This is an optimization exercise on Yosys and OpenROAD, whose aim is a short achievable clock period and few clock cycles, not a production implementation.
Only simulation tests tie the RTL to the original design; equivalence was not proved.
In runs 1 to 3 the design's own scripts or RTL, not TritonCTS, make the clock network.
The clock input has no modelled driver; a real chip could not lean on it and would need a root buffer or a full tree.
Power is estimated from default activity; no workload was simulated.

[flow/flow/run.sh]
#!/bin/bash
# The standard layout with a hand-built clock tree in place of TritonCTS
# (pre_cts.tcl, manual_cts.tcl). Make's output goes to run_make.log; each
# ORFS step also writes its own log under orfs/logs.
set -euo pipefail
export PRE_CTS_TCL="$(pwd)/flow/pre_cts.tcl"
bash standard.sh finish > run_make.log 2>&1
[flow/flow/manual_cts.tcl]

proc mcts_split {items axis depth} {
  # splits items ({x y payload} lists) into 2^depth groups
  if {$depth == 0} { return [list $items] }
  set sorted [lsort -real -index $axis $items]
  set h [expr {[llength $sorted] / 2}]
  set a [lrange $sorted 0 [expr {$h - 1}]]
  set b [lrange $sorted $h end]
  set nax [expr {1 - $axis}]
  return [concat [mcts_split $a $nax [expr {$depth - 1}]] [mcts_split $b $nax [expr {$depth - 1}]]]
}

proc mcts_centroid {items} {
  set sx 0.0; set sy 0.0
  foreach it $items { set sx [expr {$sx + [lindex $it 0]}]; set sy [expr {$sy + [lindex $it 1]}] }
  set n [llength $items]
  return [list [expr {$sx / $n}] [expr {$sy / $n}]]
}

proc mcts_place {inst x y} {
  set m [$inst getMaster]
  set w [$m getWidth]; set h [$m getHeight]
  $inst setLocation [expr {int($x - $w / 2)}] [expr {int($y - $h / 2)}]
  $inst setPlacementStatus PLACED
}

# depths: increasing bisection depths of the buffer levels, e.g. {2 6} for
# four first-level buffers driving 64 last-level buffers; cells: the cell of
# each level (an even number of inverting levels keeps the clock's sense).
proc build_manual_clock_tree {clk_name depths cells} {
  set block [ord::get_db_block]
  set db [ord::get_db]
  set clknet [$block findNet $clk_name]
  set items {}
  foreach it [$clknet getITerms] {
    set bb [[$it getInst] getBBox]
    lappend items [list [expr {([$bb xMin] + [$bb xMax]) / 2.0}] [expr {([$bb yMin] + [$bb yMax]) / 2.0}] $it]
  }
  set dmax [lindex $depths end]
  puts "manual cts: [llength $items] sinks, buffer levels at depths $depths"
  set groups [mcts_split $items 0 $dmax]
  # sinks of each group: the flip-flop pins, as {x y iterm}
  set level [expr {[llength $depths] - 1}]
  set prevd $dmax
  while {$level >= 0} {
    set d [lindex $depths $level]
    # merge groups of the finer split into groups at depth d
    set per [expr {1 << ($prevd - $d)}]
    if {$level == [llength $depths] - 1} { set per 1 }
    set merged {}
    for {set g 0} {$g < [llength $groups]} {incr g $per} {
      set m {}
      foreach gg [lrange $groups $g [expr {$g + $per - 1}]] { set m [concat $m $gg] }
      lappend merged $m
    }
    set next {}
    set bi 0
    set master [$db findMaster [lindex $cells $level]]
    set mterms [$master getMTerms]
    foreach mt $mterms {
      if {[$mt getSigType] ne "SIGNAL"} { continue }
      if {[$mt getIoType] eq "INPUT"} { set in_pin [$mt getName] } else { set out_pin [$mt getName] }
    }
    foreach grp $merged {
      set c [mcts_centroid $grp]
      set inst [odb::dbInst_create $block $master "mcts_l${level}_$bi"]
      set net [odb::dbNet_create $block "mcts_net_l${level}_$bi"]
      $net setSigType CLOCK
      foreach it $grp {
        set iterm [lindex $it 2]
        $iterm disconnect
        $iterm connect $net
      }
      [$inst findITerm $out_pin] connect $net
      mcts_place $inst [lindex $c 0] [lindex $c 1]
      lappend next [list [list [lindex $c 0] [lindex $c 1] [$inst findITerm $in_pin]]]
      incr bi
    }
    set groups $next
    set prevd $d
    incr level -1
  }
  foreach grp $groups { foreach it $grp { [lindex $it 2] connect $clknet } }
  $clknet setSigType CLOCK
}
[flow/flow/pre_cts.tcl]
# Sourced by ORFS's cts.tcl before clock tree synthesis. It replaces
# clock_tree_synthesis with a hand-built tree (manual_cts.tcl), built when
# cts.tcl calls clock_tree_synthesis, that is after repair_clock_inverters,
# so the rest of the CTS step (legalization, timing repair) runs on it.
# Four levels of inverters (an even number, so the clock keeps its sense):
# 4 driven by the clock port, then 32, 64 and 256, each driving the next
# level's inverters in its region; the last level drives the flip-flops.
source [file join [file dirname [info script]] manual_cts.tcl]
rename clock_tree_synthesis mcts_tritoncts
proc clock_tree_synthesis {args} {
  puts "manual cts: clock_tree_synthesis $args replaced by the manual tree"
  set inv sky130_fd_sc_hd__inv_16
  build_manual_clock_tree clk {2 5 6 8} [list $inv $inv $inv $inv]
  set_propagated_clock [all_clocks]
}
[flow/standard.sh]
#!/bin/bash
# synth_recipe.tcl (not shown) runs the flow's synth.tcl, then flattens the netlist and writes it again
# the make line also repeats each setting of config.mk as NAME=value (left out here)
make -C /OpenROAD-flow-scripts/flow DESIGN_CONFIG=/design/flow/config.mk WORK_HOME=/design/flow/orfs CLKGATE_MAP_FILE= SYNTH_SCRIPT=/design/flow/synth_recipe.tcl "${@:-finish}"
[flow/config.mk]
export PLATFORM = sky130hd
export DESIGN_NAME = sha256_msg_padder
export DESIGN_NICKNAME = sha256_msg_padder
export VERILOG_FILES = /design/flow/design.v
export SDC_FILE = /design/flow/constraint.sdc
export NUM_CORES = 4
export LEC_CHECK = 0
export CAP_MARGIN = 20
export CORE_AREA = 5 5 475 475
export DIE_AREA = 0 0 480 480
export HOLD_SLACK_MARGIN = 0.05
export SETUP_SLACK_MARGIN = 2.45
export SLEW_MARGIN = 20
[flow/constraint.sdc]
create_clock -name core_clock -period 4.0 [get_ports {clk}]
set_input_delay 0.8000 -clock core_clock [delete_from_list [all_inputs] [get_ports {clk}]]
set_output_delay 0.8000 -clock core_clock [all_outputs]
set_load 0.01 [all_outputs]
[flow/design.v]
package sha256_pkg;
   localparam logic [255:0] SHA256_IV = {
      32'h6a09e667, 32'hbb67ae85, 32'h3c6ef372, 32'ha54ff53a,
      32'h510e527f, 32'h9b05688c, 32'h1f83d9ab, 32'h5be0cd19
   };
   localparam logic [7:0] PAD_BYTE = 8'h80;
   localparam logic [1:0] FILL  = 2'd0;
   localparam logic [1:0] PAD   = 2'd1;
   localparam logic [1:0] ISSUE = 2'd2;
   localparam logic [1:0] WAIT  = 2'd3;
endpackage
import sha256_pkg::*;
module sha256_last_word
(
   input  logic [31:0] data,
   input  logic [2:0]  n,
   output logic [31:0] word,
   output logic        pad_pending
);
   logic [2:0] nb;
   always_comb begin
      nb   = (n > 3'd4) ? 3'd4 : n;   
      word = '0;
      for (int unsigned b = 0; b < 4; b++) begin
         if (b < 32'(nb)) begin
            word[31-8*b -: 8] = data[31-8*b -: 8];
         end else if (b == 32'(nb)) begin
            word[31-8*b -: 8] = PAD_BYTE;
         end
      end
      pad_pending = (nb == 3'd4);
   end
endmodule
import sha256_pkg::*;
module sha256_msg_padder
#(
   parameter int unsigned DATA_WIDTH = 32
)
(
   input  logic                  clk,
   input  logic                  rst_n,
   input  logic                  i_valid,
   input  logic [DATA_WIDTH-1:0] i_data,
   input  logic                  i_last,
   input  logic [2:0]            i_last_bytes,
   output logic                  o_ready,
   output logic [511:0]          o_block,
   output logic [255:0]          o_hash_in,
   output logic                  o_load,
   input  logic [255:0]          i_digest,
   input  logic                  i_digest_valid,
   output logic [255:0]          o_digest,
   output logic                  o_done
);
   logic [31:0]  bw [16];
   logic [15:0]  wsel;       
   logic [15:0]  above;      
   logic [15:0]  tmask;      
   logic [15:0]  ptail;      
   logic [15:0]  jsel;       
   logic [31:0]  keepm;      
   logic [31:0]  padm;       
   logic         init;       
   logic         b_fill;     
   logic         b_fin;      
   logic         b_ovf;      
   logic         b_lw;       
   logic         b_full;     
   logic         b_first;    
   logic         b_final;    
   logic         mid_msg;    
   logic         f_fits;     
   logic         ovf_pend;   
   logic         ovf_pad;    
   logic [1:0]   lb;         
   logic [58:0]  wlen;
   logic         inc_q;      
   logic [7:1]   cy;         
   logic         settled;    
   logic         wlen_clr;
   logic [63:0]  len_bits;
   logic         len_go;
   logic         busy;       
   logic         a_final;
   logic         have_dig;   
   logic [31:0]  lw_word, in_word, lw_keep, lw_padb;
   logic [2:0]   nbc;
   logic         lw_pad, accept, nb4, copy, dv, w15;
   sha256_last_word u_last_word (
      .data        (i_data),
      .n           (i_last_bytes),
      .word        (lw_word),
      .pad_pending (lw_pad)
   );
   assign nb4       = lw_pad;
   assign in_word   = i_data;
   assign nbc       = (i_last_bytes > 3'd4) ? 3'd4 : i_last_bytes;
   always_comb begin
      for (int unsigned b = 0; b < 4; b++) begin
         lw_keep[31-8*b -: 8] = (32'(nbc) > b)  ? 8'hff : 8'h00;
         lw_padb[31-8*b -: 8] = (32'(nbc) == b) ? PAD_BYTE : 8'h00;
      end
   end
   assign accept    = b_fill && i_valid;
   assign dv        = busy && i_digest_valid;
   assign copy      = b_full && (!busy || i_digest_valid);
   assign w15       = wsel[15];
   assign settled   = !inc_q && (cy == '0);
   assign len_go    = settled && b_lw;
   assign wlen_clr  = len_go;
   assign len_bits  = {wlen, lb, 3'b000};
   assign o_ready   = b_fill;
   always_ff @(posedge clk or negedge rst_n) begin
      if (!rst_n) begin
         wlen  <= '0;
         inc_q <= 1'b0;
         cy    <= '0;
      end else begin
         inc_q <= accept && (!i_last || nb4);
         if (wlen_clr) begin
            wlen <= '0;
            cy   <= '0;
         end else begin
            wlen[7:0] <= wlen[7:0] + {7'd0, inc_q};
            cy[1]     <= inc_q && (wlen[7:0] == 8'hff);
            for (int unsigned c = 1; c < 7; c++) begin
               wlen[8*c +: 8] <= wlen[8*c +: 8] + {7'd0, cy[c]};
               cy[c+1]        <= cy[c] && (wlen[8*c +: 8] == 8'hff);
            end
            wlen[58:56] <= wlen[58:56] + {2'd0, cy[7]};
         end
      end
   end
   always_ff @(posedge clk) begin
      for (int unsigned i = 0; i < 16; i++) begin
         if (wsel[i]) begin
            bw[i] <= in_word;
         end else if (jsel[i]) begin
            bw[i] <= (bw[i] & keepm) | padm;
         end else if (i >= 14 && len_go) begin
            bw[i] <= (i == 14) ? len_bits[63:32] : len_bits[31:0];
         end else if (tmask[i] || b_ovf) begin
            if (ptail[i] || (i == 0 && ovf_pad)) bw[i] <= {PAD_BYTE, 24'h0};
            else                                 bw[i] <= '0;
         end
      end
   end
   always_ff @(posedge clk or negedge rst_n) begin
      if (!rst_n) begin
         init     <= 1'b1;
         wsel     <= '0;
         above    <= '0;
         tmask    <= '0;
         ptail    <= '0;
         jsel     <= '0;
         keepm    <= '0;
         padm     <= '0;
         b_fill   <= 1'b0;
         b_fin    <= 1'b0;
         b_ovf    <= 1'b0;
         b_lw     <= 1'b0;
         b_full   <= 1'b0;
         b_first  <= 1'b0;
         b_final  <= 1'b0;
         mid_msg  <= 1'b0;
         f_fits   <= 1'b0;
         ovf_pend <= 1'b0;
         ovf_pad  <= 1'b0;
         lb       <= '0;
      end else begin
         init  <= 1'b0;
         b_fin <= 1'b0;
         b_ovf <= 1'b0;
         tmask <= '0;
         ptail <= '0;
         jsel  <= '0;
         if (init) begin
            b_fill <= 1'b1;
            wsel   <= 16'd1;
            above  <= 16'hfffe;
         end
         if (accept) begin
            wsel  <= {wsel[14:0], 1'b0};
            above <= {above[14:0], 1'b0};
            if (!i_last) begin
               if (w15) begin
                  b_fill  <= 1'b0;
                  b_full  <= 1'b1;
                  b_first <= !mid_msg;
                  b_final <= 1'b0;
                  mid_msg <= 1'b1;
               end
            end else begin
               lb      <= nb4 ? 2'd0 : i_last_bytes[1:0];
               f_fits  <= nb4 ? above[13] : above[14];
               b_first <= !mid_msg;
               b_fill  <= 1'b0;
               wsel    <= '0;
               b_fin   <= 1'b1;
               jsel    <= wsel;
               keepm   <= lw_keep;
               padm    <= lw_padb;
               tmask   <= above;
               ptail   <= nb4 ? {wsel[14:0], 1'b0} : 16'd0;
               ovf_pad <= nb4 && w15;
            end
         end
         if (b_fin && !f_fits) begin
            b_full   <= 1'b1;
            b_final  <= 1'b0;
            mid_msg  <= 1'b1;
            ovf_pend <= 1'b1;
         end
         if (b_ovf) begin
            b_first <= 1'b0;
         end
         if ((b_fin && f_fits) || b_ovf) begin
            b_lw <= 1'b1;
         end
         if (len_go) begin
            b_lw    <= 1'b0;
            b_full  <= 1'b1;
            b_final <= 1'b1;
            mid_msg <= 1'b0;
         end
         if (copy) begin
            b_full <= 1'b0;
            if (ovf_pend) begin
               ovf_pend <= 1'b0;
               b_ovf    <= 1'b1;
            end else begin
               b_fill <= 1'b1;
               wsel   <= 16'd1;
               above  <= 16'hfffe;
            end
         end
      end
   end
   logic [511:0] blk_b;
   logic         blk_hold, nxt_first, iv_now, dig_ld, have_h;
   always_comb begin
      for (int unsigned i = 0; i < 16; i++) blk_b[511-32*i -: 32] = bw[i];
   end
   assign blk_hold  = busy && !i_digest_valid;
   assign nxt_first = b_full && b_first;
   assign iv_now    = nxt_first && !busy;
   assign dig_ld    = dv && a_final;
   always_ff @(posedge clk) begin
      o_block   <= blk_hold ? (o_block & {512{busy}}) : blk_b;
      o_hash_in <= dv ? (nxt_first ? SHA256_IV : i_digest)
                      : (iv_now ? SHA256_IV : (o_hash_in & {256{have_h}}));
      o_digest  <= dig_ld ? i_digest : (o_digest & {256{have_dig}});
   end
   always_ff @(posedge clk or negedge rst_n) begin
      if (!rst_n) begin
         busy     <= 1'b0;
         a_final  <= 1'b0;
         have_dig <= 1'b0;
         have_h   <= 1'b0;
         o_load   <= 1'b0;
         o_done   <= 1'b0;
      end else begin
         o_load <= copy;
         o_done <= dig_ld;
         if (dig_ld) have_dig <= 1'b1;
         if (dv || iv_now) have_h <= 1'b1;
         if (copy) begin
            busy    <= 1'b1;
            a_final <= b_final;
         end else if (dv) begin
            busy <= 1'b0;
         end
      end
   end
endmodule
==> run notes, run 1 <==
status=finished clean; # IOs=1323; fin. max-slew vios=0; Yosys reg bits=1710; port bufs=1322; Peak VDD IR=0.568 mV; Comb power frac=45.8%; first-pass GRT wire length=551 mm; top cells by area, synth=dfxtp_1 (32%), edfxtp_1 (24%), nand2_1 (18%); ys flop type=dfxtp_1; Max-cap violations=0; Die X=480 um; Hold/Removal Path Class=primary input to asynchronous set/reset pin; Clock Skew=0.0512 ns; Critical Path AT=2.41 ns; pwr/cell area=824 nW/um^2; DPL Wire Length=260 mm; Async S/R FF share, synth=10.2%; total global routing overflow=0; # rows=172; DIE AREA=230000 sq um; Critical Path RT=4.26 ns; Tot GR Track Use=34.5%; initial antenna violation count=82; Post-route DRC=0; final core occ=52.5%; Final Hold Viols=0; grt peak-use layer=met2; Seq/Total Area, Yosys=62.9%; Synth warnings=3; gp weighted congestion=0.946; core footprint=220000 sq um; Vias/cell=5.45; Die Y=480 um; via count=67600; switching share of power=45.0%; via count of the first global-routing pass=63400; Final setup viols=0; hold_buf cts=0; Fmax=0.466 GHz; Yosys top cell area share=32.1%; Skew-Pair Late Insertion Delay=0.43 ns; worst reg-to-reg setup slack=1.85 ns; Syn Inst Count=7114; clock group share of total power=22.7%; nature of the critical path endpoint=flop; Routed Antenna Nets=0; met3 GRT Util=10.4%; min cycle time layout=2.15 ns; DR pass1 iterations=6; Mapped Area=64000 sq um; Final Cycle Share=53.7%; WL/cell=35.0 um; Final TNS setup=0 ns; unrepaired setup endpoints after global routing=yes; Seq pwr share=31.5%; largest area contributor in the netlist=dfxtp_1; Slew HR=33.1%; crit start category=flop; switching power=42800 uW; layout cell share with drive strength beyond 1=56.6%; Synth Area per Inst=8.99 sq um; met2 usage=53.4%; Setup CP Type=flop to flop; synthesized net count=7426; nets=9687; Area growth, synth to finish=80.5%; Worst-Margin Slew=1.00 ns; Tot Pwr=95200 uW; top-count cell post-synth=nand2_1; Starting Density=29.1%; number of synthesized flops with an enable pin=512; Synth cell types=45; Routed Wire Length=433 mm; pin count of the biggest net entering global routing=123; Synth top cells by count=nand2_1 (3085), dfxtp_1 (1024), o21ai_0 (785); internal power=52400 uW; CP max FO=14; CTS clk-pin slew, worst paths=0.04 ns; GRT met1 Usage=38.9%; DR iter-0 viols=8318; P_leak=0.0497 uW
## timing repair
item / in CTS / in global routing
gates resized for setup: 8569 / 1775
cloned: 281 / 68
endpoints found under the setup margin: 3234 / 2950
buffers inserted: 500 / 176
pin swaps: 389 / 300
## critical path: stages (launching register included)
cell	delay, ns
dfrtp_1	0.38
or4_4	0.57
nor4_4	0.16
buf_6	0.18
buf_8	0.14
and2_4	0.24
buf_16	0.18
a221o_1	0.16
## cells in the final DEF (no fill, tap or decap), types with 194 or more instances in the layout
cell type / netlist / final
dfxtp_2: 0 / 852
edfxtp_1: 512 / 512
o21ai_0: 785 / 470
nand2_4: 0 / 487
nand2_2: 0 / 663
nand2_1: 3085 / 1912
buf_4: 5 / 424
clkdlybuf4s50_1: 0 / 256
buf_6: 2 / 1089
inv_16: 0 / 357
o21ai_2: 0 / 194
buf_16: 0 / 269
## path summary, 6_finish.rpt
path                                    from      endpoint  cells past startpoint
worst max-delay path                   cy[2]     bw[14][0]                      7
worst min-delay path                   rst_n       jsel[0]                      1
worst max register to register         cy[2]     bw[14][0]                      7
worst min register to register  o_block[340]  o_block[340]                      2
max in group asynchronous              rst_n      wsel[13]                      2
min in group core_clock         o_block[340]  o_block[340]                      2
## flip-flops by register name, summed over array words and instances (netlist names), 7 cells and up
register	count
o_block	512
o_hash_in	256
bw	512
wlen	59
cy	7
above	16
tmask	16
ptail	15
jsel	16
o_digest	256
wsel	16
## power by group through the flow
stage               combinational, uW  sequential, uW  clock [uW]
detailed placement              24300           27500           0
finish                          43600           29900       21600
global route                    44700           30300       22800
floorplan                        7900           28000           0
CTS                             38000           29400       21800
global placement                24200           27400           0
## per-stage QoR
step | setup WS (ns) | area [sq um] | instances | hold slack, ns
after floorplan | 2.08 | 65700 | 7114 | 0.425
after global placement | 0.946 | 80000 | 11000 | 0.428
after detailed placement | 0.954 | 80000 | 11000 | 0.429
after CTS | 1.86 | 106000 | 12100 | 0.412
after global routing | 1.85 | 115000 | 12400 | 0.454
final | 1.85 | 115000 | 12400 | 0.399
## layer usage
metal	share of wire (%)	up-vias
li1	-	28300
met1	33	32700
met2	44	4913
met3	11	1535
met4	11	50
met5	0.084	-
## kinds of logic (layout without fill, tap and decap cells)
logic type,Yosys count,after routing,share of synthesized area (%)
xor+xnor,40,40,0.548
fa+ha+maj,16,16,0.313
compound gates,1164,1164,10.4
flops,1710,1710,62.9
mux,3,3,0.0470
other cells,1,65,0.00586
buf+inv,569,2779,3.44
simple gates,3611,3660,22.3
## layout make-up
type                    count  area (sq um)
well taps                2958          3700
fillers                 18700        104000
flip-flops and latches   1710         42000
repair buffers           2409         32300
inverters                 369          7200
diodes                     64           160
multi-input cells        4884         30000
repair inverters            1          7.51
Testbench counts, summed over its fixed seeds: cycles 5,962.
==> run 2: changes to the inputs <==
--- a/flow/config.mk
+++ b/flow/config.mk
@@ -9,5 +9,5 @@
 export CORE_AREA = 5 5 475 475
 export DIE_AREA = 0 0 480 480
 export HOLD_SLACK_MARGIN = 0.05
-export SETUP_SLACK_MARGIN = 2.45
+export SETUP_SLACK_MARGIN = 2.3
 export SLEW_MARGIN = 20
==> run 2 against run 1 <==
Sequential power down 2%; synthesized area did not move; critical path depth fell by 1; largest cell class unchanged; via count shrank 6.4%; first-iteration DRC count down 17%.
==> run notes, run 2 <==
status=finished clean (unchanged); Seq/Total Area, Yosys=62.9% (unchanged); Routed Wire Length=408 mm (was 433 mm); Yosys reg bits=1710 (unchanged); Critical Path AT=2.21 ns (was 2.41 ns); Hold/Removal Path Class=primary input to asynchronous set/reset pin (unchanged); Synth warnings=3 (unchanged); core footprint=220000 sq um (unchanged); via count of the first global-routing pass=56500 (was 63400); DIE AREA=230000 sq um (unchanged); Setup CP Type=flop to flop (unchanged); nets=9126 (was 9687); Critical Path RT=4.10 ns (was 4.26 ns); final worst slack=1.89 ns (was 1.85 ns); Tot GR Track Use=30.2% (was 34.5%); Clock Skew=0.0274 ns (was 0.0512 ns); # IOs=1323 (unchanged); Yosys top cell area share=32.1% (unchanged); Vias/cell=5.35 (was 5.45); Starting Density=29.1% (unchanged); hold_buf cts=0 (unchanged); Final Cycle Share=52.7% (was 53.7%); first-pass GRT wire length=484 mm (was 551 mm); Post-route DRC=0 (unchanged); synthesized net count=7426 (unchanged); Routed Antenna Nets=0 (unchanged); crit start category=flop (unchanged); Final setup viols=0 (unchanged); fill count=20600 (was 18700); Die X=480 um (unchanged); fin. max-slew vios=0 (unchanged); Synth Area per Inst=8.99 sq um (unchanged); Largest regs=bw: 512 flops, o_block: 512 flops (unchanged); Synth cell types=45 (unchanged); DR pass1 iterations=6 (unchanged); Worst-Margin Slew=1.20 ns (was 1.00 ns); nature of the critical path endpoint=flop (unchanged); Final TNS setup=0 ns (unchanged); min cycle time layout=2.11 ns (was 2.15 ns); gp weighted congestion=1.01 (was 0.946); Mapped Area=64000 sq um (unchanged); Die Y=480 um (unchanged); # rows=172 (unchanged); DPL Wire Length=256 mm (was 260 mm); WL/cell=34.6 um (was 35.0 um); P_leak=0.0438 uW (was 0.0497 uW); largest area contributor in the netlist=dfxtp_1 (unchanged); ys flop type=dfxtp_1 (unchanged); total global routing overflow=0 (unchanged); Peak VDD IR=0.578 mV (was 0.568 mV); via count=63200 (was 67600); top-count cell post-synth=nand2_1 (unchanged); port bufs=1322 (unchanged); register area=41500 sq um (was 42000 sq um); number of synthesized flops with an enable pin=512 (unchanged); Final Hold Viols=0 (unchanged); layout cell share with drive strength beyond 1=39.8% (was 56.6%); most frequent cells in the layout=nand2_1 (2505), dfxtp_2 (535), buf_6 (516), edfxtp_1 (512), o21ai_0 (509) (was nand2_1 (1912), buf_6 (1089), dfxtp_2 (852), nand2_2 (663), edfxtp_1 (512)); CTS clk-pin slew, worst paths=0.04 ns (about the same); Tot Pwr=85500 uW (was 95200 uW); initial antenna violation count=103 (was 82); Max-cap violations=0 (unchanged); top cells by area, synth=dfxtp_1 (32%), edfxtp_1 (24%), nand2_1 (18%) (unchanged); Syn Inst Count=7114 (unchanged); Fmax=0.474 GHz (was 0.466 GHz); Setup WS pre-CTS=0.930 ns (was 0.954 ns); CP max FO=16 (was 14); Area growth, synth to finish=56.9% (was 80.5%); area of the multi-input gates=25200 sq um (was 30000 sq um); pwr/cell area=852 nW/um^2 (was 824 nW/um^2); leading cell type in the layout, fill and taps excluded=nand2_1 (unchanged); Skew-Pair Late Insertion Delay=0.41 ns (was 0.43 ns); Slew HR=19.8% (was 33.1%); DR iter-0 viols=6901 (was 8318); pin count of the biggest net entering global routing=117 (was 123); Synth top cells by count=nand2_1 (3085), dfxtp_1 (1024), o21ai_0 (785) (unchanged); Async S/R FF share, synth=10.2% (unchanged); unrepaired setup endpoints after global routing=yes (unchanged)
## run 2: cell counts after synthesis
Identical to the previous run, type by type.
## run 2: final timing paths
kind / startpoint / to / slack, ns / cells past startpoint
min in group core_clock: o_block[476] / o_block[476] / 0.42 / 2
worst min register to register: o_block[476] / o_block[476] / 0.42 / 2
worst max register to register: cy[6] / bw[14][11] / 1.89 / 6
worst max-delay path: cy[6] / bw[14][11] / 1.89 / 6
max in group asynchronous: rst_n / wsel[7] / 2.71 / 2
worst min-delay path: rst_n / jsel[0] / 0.41 / 1
## run 2: logic make-up after synthesis
kind of cell / synth area share (%)
xor gates and xnor gates: 0.548
and+or+nand+nor: 22.3
AOI/OAI and AO/OA: 10.4
other: 0.00586
buffers and inverters: 3.44
DFF: 62.9
muxes: 0.0470
adders and majority gates: 0.313
## run 2: per-stage QoR
| step | cell area (sq um) | hold WS [ns] | std cells | util [%] |
|---|---|---|---|---|
| floorplan | 64700 | 0.425 | 7114 | - |
| global placement | 79800 | 0.424 | 10900 | 36.3 |
| detailed placement | 79800 | 0.429 | 10900 | 36.3 |
| CTS | 89700 | 0.427 | 11500 | 40.8 |
| global route | 100000 | 0.447 | 11800 | 45.6 |
| finish | 100000 | 0.411 | 11800 | 45.7 |
## run 2: critical path, stage by stage, from the launching register on
cell and delay, ns:
dfrtp_2 0.46, or3b_4 0.42, nor4_4 0.30, buf_12 0.17, buf_12 0.13, or4b_4 0.13, buf_12 0.16
## run 2: timing repair
item	4_1_cts	5_1_grt
setup endpoints to repair	3043	1937
gates cloned	67	197
pin swaps	30	512
buffers inserted	133	81
resized for setup	6070	1787
## run 2: where the power goes
part | internal, uW | switching (uW)
registers | 24400 | 4870
logic | 15700 | 19000
clock network | 5540 | 16000
total | 45600 | 39900
## run 2: cell type report
type | count | area share (%)
Sequential cell | 1710 | 41.3
Multi-Input combinational cell | 4849 | 25.2
Timing Repair Buffer | 1883 | 22.5
Inverter | 369 | 7.17
Tap cell | 2958 | 3.69
Antenna cell | 42 | 0.105
Timing Repair inverter | 1 | 0.00748
## run 2: metal layers
metal  up-vias  wire (um)  share of wire (%)  GRT usage [%]
li1      26900          -                  -              -
met1     30700     134000                 33           32.3
met2      4210     187000                 46           50.1
met3      1324      42300                 10           8.55
met4        70      44300                 11           24.6
met5         -        432               0.11              0
==> run 3: changes to the inputs <==
==> flow/flow/pre_cts.tcl (replaced) <==
# Sourced by ORFS's cts.tcl before clock tree synthesis. It replaces
# clock_tree_synthesis with a hand-built tree (manual_cts.tcl), built when
# cts.tcl calls clock_tree_synthesis, so the rest of the CTS step
# (legalization, timing repair) runs on it. Three levels of clock buffers:
# 4 driven by the clock port, then 16 and 128, each driving the next level's
# buffers in its region; the last level drives the flip-flops.
source [file join [file dirname [info script]] manual_cts.tcl]
rename clock_tree_synthesis mcts_tritoncts
proc clock_tree_synthesis {args} {
  puts "manual cts: clock_tree_synthesis $args replaced by the manual tree"
  set buf sky130_fd_sc_hd__clkbuf_16
  build_manual_clock_tree clk {2 4 7} [list $buf $buf $buf]
  set_propagated_clock [all_clocks]
}
--- a/flow/config.mk
+++ b/flow/config.mk
@@ -9,5 +9,5 @@
 export CORE_AREA = 5 5 475 475
 export DIE_AREA = 0 0 480 480
 export HOLD_SLACK_MARGIN = 0.05
-export SETUP_SLACK_MARGIN = 2.3
+export SETUP_SLACK_MARGIN = 2.2
 export SLEW_MARGIN = 20
==> run 3 against run 2 <==
Still clean; critical path depth increased by 1; first-iteration DRC count decreased by 14%; clock skew grew 0.038 ns; setup slack worse by 0.041 ns; critical path type unchanged; critical endpoint is now bw[14][31]; highest routed layer unchanged.
==> run notes, run 3 <==
status=finished clean (unchanged); initial antenna violation count=91 (was 103); crit start category=flop (unchanged); Critical Path AT=2.49 ns (was 2.21 ns); Vias/cell=5.03 (was 5.35); Synth top cells by count=nand2_1 (3085), dfxtp_1 (1024), o21ai_0 (785) (unchanged); Peak VDD IR=0.484 mV (was 0.578 mV); number of synthesized flops with an enable pin=512 (unchanged); Final Hold Viols=0 (unchanged); top-count cell post-synth=nand2_1 (unchanged); Synth warnings=3 (unchanged); min cycle time layout=2.15 ns (was 2.11 ns); Routed Antenna Nets=0 (unchanged); layout cell share with drive strength beyond 1=32.2% (was 39.8%); Yosys reg bits=1710 (unchanged); pwr/cell area=777 nW/um^2 (was 852 nW/um^2); Critical Path RT=4.34 ns (was 4.10 ns); Max-cap violations=0 (unchanged); Slew HR=17.8% (was 19.8%); CP delay by family, top=simple AND/OR/NAND/NOR gates (unchanged); port bufs=1322 (unchanged); GRT met1 Usage=30.7% (was 32.3%); nets=8726 (was 9126); ys flop type=dfxtp_1 (unchanged); Final Cycle Share=53.7% (was 52.7%); met3 GRT Util=7.84% (was 8.55%); DIE AREA=230000 sq um (unchanged); Post-route DRC=0 (unchanged); largest area contributor in the netlist=dfxtp_1 (unchanged); nature of the critical path endpoint=flop (unchanged); leading cell type in the layout, fill and taps excluded=nand2_1 (unchanged); fin. max-slew vios=0 (unchanged); Slowest-stage cell, CP=or4b_4 (was dfrtp_2); most frequent cells in the layout=nand2_1 (3079), buf_6 (950), dfxtp_2 (841), o21ai_0 (781), edfxtp_1 (512) (was nand2_1 (2505), dfxtp_2 (535), buf_6 (516), edfxtp_1 (512), o21ai_0 (509)); Largest regs=bw: 512 flops, o_block: 512 flops (unchanged); WL/cell=30.9 um (was 34.6 um); Async S/R FF share, synth=10.2% (unchanged); total global routing overflow=0 (unchanged); Die X=480 um (unchanged); Placed Instances=10900 (about the same); grt peak-use layer=met2 (unchanged); Yosys top cell area share=32.1% (unchanged); Syn Inst Count=7114 (unchanged); DR iter-0 viols=5935 (was 6901); Clock Skew=0.0656 ns (was 0.0274 ns); synthesized net count=7426 (unchanged); Tot GR Track Use=28.8% (was 30.2%); area of the multi-input gates=21900 sq um (was 25200 sq um); via count=57500 (was 63200); Min Hold Slack=0.259 ns (was 0.411 ns); Synth cell types=45 (unchanged); core footprint=220000 sq um (unchanged); register area=42000 sq um (was 41500 sq um); Die Y=480 um (unchanged); # rows=172 (unchanged); DPL Wire Length=255 mm (was 256 mm); # IOs=1323 (unchanged); Fmax=0.465 GHz (was 0.474 GHz); CP Buf/Inv Count=4 (was 3); fill count=21700 (was 20600); Seq/Total Area, Yosys=62.9% (unchanged); Final setup viols=0 (unchanged); Synth Area per Inst=8.99 sq um (unchanged); Setup CP Type=flop to flop (unchanged); pin count of the biggest net entering global routing=108 (was 117); P_leak=0.0384 uW (was 0.0438 uW); CP Cell Sequence=or3b_4 -> nor4_4 -> buf_4 -> buf_12 -> buf_12 -> or4b_4 -> buf_12 (was or3b_4 -> nor4_4 -> buf_12 -> buf_12 -> or4b_4 -> buf_12); Final TNS setup=0 ns (unchanged); Worst path max stage delay=0.57 ns (was 0.46 ns); top cells by area, synth=dfxtp_1 (32%), edfxtp_1 (24%), nand2_1 (18%) (unchanged); final cell count without fillers=11400 (was 11800); Skew-Pair Late Insertion Delay=0.60 ns (was 0.41 ns); Starting Density=29.1% (unchanged); DR pass1 iterations=6 (unchanged); via count of the first global-routing pass=54300 (was 56500); hold_buf cts=0 (unchanged); Mapped Area=64000 sq um (unchanged); CTS clk-pin slew, worst paths=0.07 ns (was 0.04 ns); Worst-Margin Slew=1.23 ns (was 1.20 ns); met2 usage=48.1% (was 50.1%); CP max FO=5 (was 16); most frequent CP cell=buf_12 (unchanged); unrepaired setup endpoints after global routing=yes (unchanged); gp weighted congestion=0.998 (was 1.01); first-pass GRT wire length=463 mm (was 484 mm); Area growth, synth to finish=41.7% (was 56.9%); Routed Wire Length=353 mm (was 408 mm); Hold/Removal Path Class=primary input to asynchronous set/reset pin (unchanged)
run 3: through the flow:
stage	utilization (%)	area [sq um]	setup WS (ns)	total power (uW)
2_1_floorplan	-	64500	2.07	34900
3_3_place_gp	36.3	79800	0.757	51400
3_5_place_dp	36.3	79800	0.769	51600
4_1_cts	40.6	89300	1.82	69800
5_1_grt	41.2	90500	1.82	72900
6_report	41.2	90600	1.85	70400
run 3: area by class of cell:
cell class	instances	area share [%]
repair buffers	1692	21.0
inverters	13	0.0760
multi-input cells	4848	24.2
flip-flops and latches	1710	46.4
well taps	2958	4.08
plain buffers	148	4.09
diodes	52	0.144
repair inverters	1	0.00829
run 3: logic make-up after synthesis:
| group | after synthesis | synth area share (%) |
|---|---|---|
| AO/OA/AOI/OAI | 1164 | 10.4 |
| XOR/XNOR | 40 | 0.548 |
| adder cells (fa/ha/maj) | 16 | 0.313 |
| buffers and inverters | 569 | 3.44 |
| flip-flops | 1710 | 62.9 |
| multiplexers | 3 | 0.0470 |
| other | 1 | 0.00586 |
| AND/OR/NAND/NOR | 3611 | 22.3 |
run 3: path summary, 6_finish.rpt:
check,from,to,slack (ns),cells past startpoint
min in group core_clock,o_block[348],o_block[348],0.44,2
max in group asynchronous,rst_n,wsel[13],2.79,2
setup reg to reg,b_lw,bw[14][31],1.85,7
hold / removal,rst_n,ptail[1],0.26,1
setup / recovery,b_lw,bw[14][31],1.85,7
hold reg to reg,o_block[348],o_block[348],0.44,2
run 3: layer usage:
layer	up-vias	wire length, um
met5	-	389
met4	62	35100
met3	726	33100
met2	2863	166000
met1	27900	118000
li1	25900	-
run 3: repair_timing:
| item | 4_1_cts | 5_1_grt |
|---|---|---|
| endpoints found under the setup margin | 2983 | 1466 |
| resized for setup | 7342 | 70 |
| buffers inserted | 157 | 99 |
| cloned | 22 | 9 |
| pin swaps | 17 | 20 |
run 3: worst reg2reg max path: stages (launching register included):
cell     delay (ns)
dfrtp_2        0.45
or3b_4         0.27
nor4_4         0.05
buf_4          0.15
buf_12         0.13
buf_12         0.12
or4b_4         0.58
buf_12         0.17
run 3: power breakdown:
part	switching [uW]	total (uW)	internal [uW]
registers	4810	29400	24600
logic	14900	28000	13100
clock network	6380	12900	6540
total	26100	70400	44200
==> run 4: changes to the inputs <==
==> flow/flow/pre_cts.tcl (replaced) <==
# Sourced by ORFS's cts.tcl before clock tree synthesis: builds the clock
# tree by hand (manual_cts.tcl) and turns clock_tree_synthesis into a no-op,
# so the rest of the CTS step (legalization, timing repair) runs on it.
# Four levels of inverters (an even number, so the clock keeps its sense):
# 4 driven by the clock port, then 32, 64 and 256, each driving the next
# level's inverters in its region; the last level drives the flip-flops.
source [file join [file dirname [info script]] manual_cts.tcl]
set inv sky130_fd_sc_hd__inv_16
build_manual_clock_tree clk {2 5 6 8} [list $inv $inv $inv $inv]
rename clock_tree_synthesis mcts_tritoncts
proc clock_tree_synthesis {args} {
  puts "manual cts: clock_tree_synthesis $args skipped, the tree is built"
  set_propagated_clock [all_clocks]
}
--- a/flow/config.mk
+++ b/flow/config.mk
@@ -9,5 +9,5 @@
 export CORE_AREA = 5 5 475 475
 export DIE_AREA = 0 0 480 480
 export HOLD_SLACK_MARGIN = 0.05
-export SETUP_SLACK_MARGIN = 2.2
+export SETUP_SLACK_MARGIN = 2.5
 export SLEW_MARGIN = 20
==> run 4 against run 3 <==
The flow now stops in global routing; synthesized area unchanged; synthesized cell count unchanged.
==> run notes, run 4 <==
Die Y=480 um (unchanged); main combinational cell family by area after synthesis=simple AND/OR/NAND/NOR gates (unchanged); largest area contributor in the netlist=dfxtp_1 (unchanged); Seq/Total Area, Yosys=62.9% (unchanged); DPL Wire Length=257 mm (was 255 mm); Placed Instances=10900 (about the same); ys flop type=dfxtp_1 (unchanged); simple-gate share of the synthesized area=22.3% (unchanged); Mapped Area=64000 sq um (unchanged); top cells by area, synth=dfxtp_1 (32%), edfxtp_1 (24%), nand2_1 (18%) (unchanged); XOR/XNOR Fraction of Synth Area=0.548% (unchanged); adder-cell share of the synthesized area=0.313% (unchanged); Starting Density=29.1% (unchanged); multiplexer area fraction after synthesis=0.0469% (unchanged); status=did not finish (was finished clean); total global routing overflow=59; Yosys reg bits=1710 (unchanged); number of synthesized flops with an enable pin=512 (unchanged); # rows=172 (unchanged); Run Error=[ERROR GRT-0232] Routing congestion too high. Check the congestion heatmap in the GUI.; Failed at=global routing; Yosys top cell area share=32.1% (unchanged); Syn Inst Count=7114 (unchanged); # IOs=1323 (unchanged); Synth Area per Inst=8.99 sq um (unchanged); port bufs=1322 (unchanged); Tot GR Track Use=61.3%; Synth top cells by count=nand2_1 (3085), dfxtp_1 (1024), o21ai_0 (785) (unchanged); Synth warnings=3 (unchanged); synthesized net count=7426 (unchanged); gp weighted congestion=1.03 (was 0.998); hold_buf cts=0 (unchanged); Async S/R FF share, synth=10.2% (unchanged); Die X=480 um (unchanged); top-count cell post-synth=nand2_1 (unchanged); pin count of the biggest net entering global routing=105; compound-cell area share of the yosys netlist=10.4% (unchanged); Synth cell types=45 (unchanged)
-- run 4: cell counts after synthesis --
Identical to the previous run, type by type.
-- run 4: routing by layer --
| layer | GRT usage [%] | GRT overflow |
|---|---|---|
| met1 | 58.7 | 0 |
| met2 | 77.8 | 34 |
| met3 | 49.0 | 0 |
| met4 | 58.8 | 24 |
| met5 | 33.8 | 1 |
-- run 4: power by group through the flow --
stage	combinational [uW]	sequential [uW]	clock, uW
2_1_floorplan	8060	28000	0
3_3_place_gp	24500	27400	0
3_5_place_dp	24600	27500	0
4_1_cts	41700	29500	98800
-- run 4: what timing repair did --
| action | 4_1_cts |
|---|---|
| setup endpoints to repair | 3219 |
| buffers inserted | 725 |
| pin swaps | 753 |
| gates resized for setup | 8946 |
| gates cloned | 302 |
-- run 4: cell families after synthesis --
logic type / Yosys count
AOI/OAI and AO/OA: 1164
xor gates and xnor gates: 40
adders and majority gates: 16
buffers and inverters: 569
DFF: 1710
muxes: 3
other: 1
and+or+nand+nor: 3611
-- run 4: worst max-delay path by stage --
| stage | start | end | slack (ns) | cells after the start |
|---|---|---|---|---|
| global placement | i_digest_valid | o_digest[42] | 0.68 | 5 |
| detailed placement | i_digest_valid | o_digest[42] | 0.70 | 5 |
| CTS | cy[2] | bw[15][19] | 1.87 | 7 |
| floorplan | cy[4] | bw[14][0] | 2.08 | 4 |
-- run 4: through the flow --
step / worst slack (ns) / utilization, % / hold WS [ns] / cell area [sq um]
after global placement: 0.681 / 36.4 / 0.427 / 79900
after floorplan: 2.08 / - / 0.425 / 66000
after detailed placement: 0.696 / 36.4 / 0.429 / 79900
after CTS: 1.87 / 65.3 / 0.442 / 143000

[what the ideal ports hide]
Ports are ideal in the flow. The routed layouts listed here were re-timed in OpenROAD.
Step 1 assumes that a clkbuf_16 drives the clock port and a buf_2 every other input.
Step 2, shift: input delay + t, output delay - t, t = (earliest + latest rising clock arrival at the registers) / 2. This alone moves slack from input paths to output paths.
a / b / c = ideal ports / drivers / drivers and shift; a / b = the first two.
run	shift t [ns]	setup WS [ns]	hold slack, ns	worst register clock-pin slew, ns	cell pins on the clock port's net
run 1	0.734	1.853 / 1.853 / 1.640	0.399 / 0.131 / 0.441	0.05 / 0.05	4
run 2	0.728	1.893 / 1.892 / 1.639	0.411 / 0.219 / 0.424	0.05 / 0.05	4
run 3	0.791	1.852 / 1.804 / 1.626	0.259 / 0.164 / 0.440	0.08 / 0.08	4
After both steps setup and hold are still met in every run listed. For run 2, which loses most, drivers alone change the setup slack by -0.001 ns; drivers and shift together by -0.254 ns.
